From an optimization exercise on the open Yosys and OpenROAD flow, aimed at small area, a short achievable clock period and few clock cycles; shortcuts taken in it are not production practice.
Where RTL was checked, it was by simulation tests only, not by an equivalence proof against the original.

Design fft_top, start of the top module:
module fft_top (
    input  logic       clk,
    input  logic       rst,
    input  logic [2:0] log2n,
    input  logic [7:0] data_in,
    input  logic       data_in_valid,
    output logic       fft_ready,
    output logic       done,
    output logic       error,
    output logic [7:0] data_out,
    output logic       data_out_valid
);
clock: 15.0 ns
lec_check: 0
abc_area: 1
cap_margin: 20
core_margin: 2
core_utilization: 60
cts_cluster_diameter: 90
cts_cluster_size: 25
slew_margin: 20
standard.sh (not shown) runs the stock make flow with config.mk's settings and CLKGATE_MAP_FILE= SYNTH_SCRIPT=/design/flow/synth_recipe.tcl, a recipe that flattens the netlist after the stock synthesis.
==> flow/flow/run.sh <==
#!/bin/bash
# Standard layout, with the resizer asked for more setup slack than the default
# (same clock, same constraints): its repair_timing steps then also speed up
# the port buffers and the register-to-register paths.
set -euo pipefail
export SETUP_SLACK_MARGIN=${MARGIN:-11.3}
bash standard.sh > make_finish.log 2>&1
Testbench counts at the start, summed over its fixed seeds: cycles 4,837.
Change:
--- a/flow/design.v
+++ b/flow/design.v
@@ -156,13 +156,13 @@
             4'd10, 4'd11:     twiddle = 8'h9A;
             4'd12:            twiddle = 8'h99;
             4'd13, 4'd14:     twiddle = 8'hA9;
             default:          twiddle = 8'hA0;
         endcase
     endfunction
-    localparam int P = (S >= 2) ? 1 : 0;
+    localparam int P = (S >= 3) ? 1 : 0;
     localparam int L = D + P;    
     logic [S:0] p_q, p_n;
     logic       bf_q;
     assign p_n = nx_sof ? '0 : p_q + 1'b1;
     always_ff @(posedge clk) begin
         p_q  <= p_n;
@@ -225,29 +225,43 @@
     assign pr_im = fpair(head[3:0], b[3:0]);
     assign out_n = bf ? {pr_re[7:4], pr_im[7:4]} : head;
     assign dl_in = bf ? {pr_re[3:0], pr_im[3:0]} : b;
     always_ff @(posedge clk) begin
         dl[0] <= dl_in;
         for (int i = 1; i < D; i++) dl[i] <= dl[i-1];
-        y <= out_n;
         ts[0] <= x_sof;
         for (int i = 1; i < L; i++) ts[i] <= ts[i-1];
-        y_sof <= ts[L-1];
     end
     always_ff @(posedge clk or negedge rst) begin
         if (!rst) begin
-            tv  <= '0;
-            y_v <= 1'b0;
+            tv <= '0;
         end else begin
             tv[0] <= x_v;
             for (int i = 1; i < L; i++) tv[i] <= tv[i-1];
-            y_v <= tv[L-1];
         end
     end
-    assign ny_v   = tv[L-1];
-    assign ny_sof = ts[L-1];
+    generate
+        if (S == 0) begin : g_comb_out
+            assign y      = out_n;
+            assign y_v    = tv[L-1];
+            assign y_sof  = ts[L-1];
+            assign ny_v   = x_v;
+            assign ny_sof = x_sof;
+        end else begin : g_reg_out
+            always_ff @(posedge clk) begin
+                y     <= out_n;
+                y_sof <= ts[L-1];
+            end
+            always_ff @(posedge clk or negedge rst) begin
+                if (!rst) y_v <= 1'b0;
+                else      y_v <= tv[L-1];
+            end
+            assign ny_v   = tv[L-1];
+            assign ny_sof = ts[L-1];
+        end
+    endgenerate
 endmodule
 module fft_top (
     input  logic       clk,
     input  logic       rst,
     input  logic [2:0] log2n,
     input  logic [7:0] data_in,
@@ -351,20 +365,19 @@
     logic [7:0]  mem [0:31];
     logic [7:0]  smem [0:7];
     logic [14:0] wsel, rsel;
     logic [5:0]  wsel_s, rsel_s;
     logic [2:0]  wl;
     logic [1:0]  wl_s;
-    logic [4:0]  wcnt, waddr, raddr;
+    logic [4:0]  waddr, raddr;
     logic [2:0]  waddr_s, raddr_s;
-    assign waddr   = in_first ? 5'd0 : perm(wsel, wcnt);
-    assign waddr_s = in_first ? 3'd0 : perm3(wsel_s, wcnt[2:0]);
+    assign waddr   = perm(wsel, cnt);
+    assign waddr_s = perm3(wsel_s, cnt[2:0]);
     always_ff @(posedge clk) begin
         if (in_v && !lb) mem[waddr] <= in_d;
         if (in_v && lb)  smem[waddr_s] <= in_d;
-        if (in_v)        wcnt <= in_first ? 5'd1 : wcnt + 5'd1;
     end
     always_ff @(posedge clk or negedge rst) begin
         if (!rst) begin
             wsel   <= SEL_ID;
             wl     <= 3'd0;
             wsel_s <= SEL3_ID;
Effect:
- design area went down by a few percent
- fmax climbs slightly
- final cell count went down slightly
- synthesized area goes down by a few percent
- hold slack improves by 4.9 ps
- worst setup slack is better by 14 ps
- critical path depth does not change
- synthesized cell count goes down slightly
- die area drops by a few percent
For the second run of this note, only the layout was checked, not whether the RTL still works.

==> afterwards: timing with drivers on the ports <==
How much do the figures lean on ideal ports? The routed layouts below were timed once more, with nothing changed but the port constraints.
Step 1 assumes that a clkbuf_16 drives the clock port and a buf_2 every other input.
Step 2 times the ports against the registers' clock, not the clock port: input delays grow and output delays shrink by t, the midpoint of the rising clock arrivals with the driver on.
Slacks: no drivers / after step 1 / after step 2; pairs: no drivers / after step 1.
run	t, ns	slack for setup (ns)	worst hold slack (ns)	worst data-port slew with drivers (ns)
the first run	0.677	10.874 / 10.805 / 10.756	0.320 / 0.320 / 0.320	0.04
the second run	0.665	10.888 / 10.821 / 10.815	0.325 / 0.325 / 0.325	0.05
After both steps setup and hold are still met in every run listed. The setup slack of the first run, which loses most, moves by -0.069 ns with the drivers and by -0.118 ns with both steps.
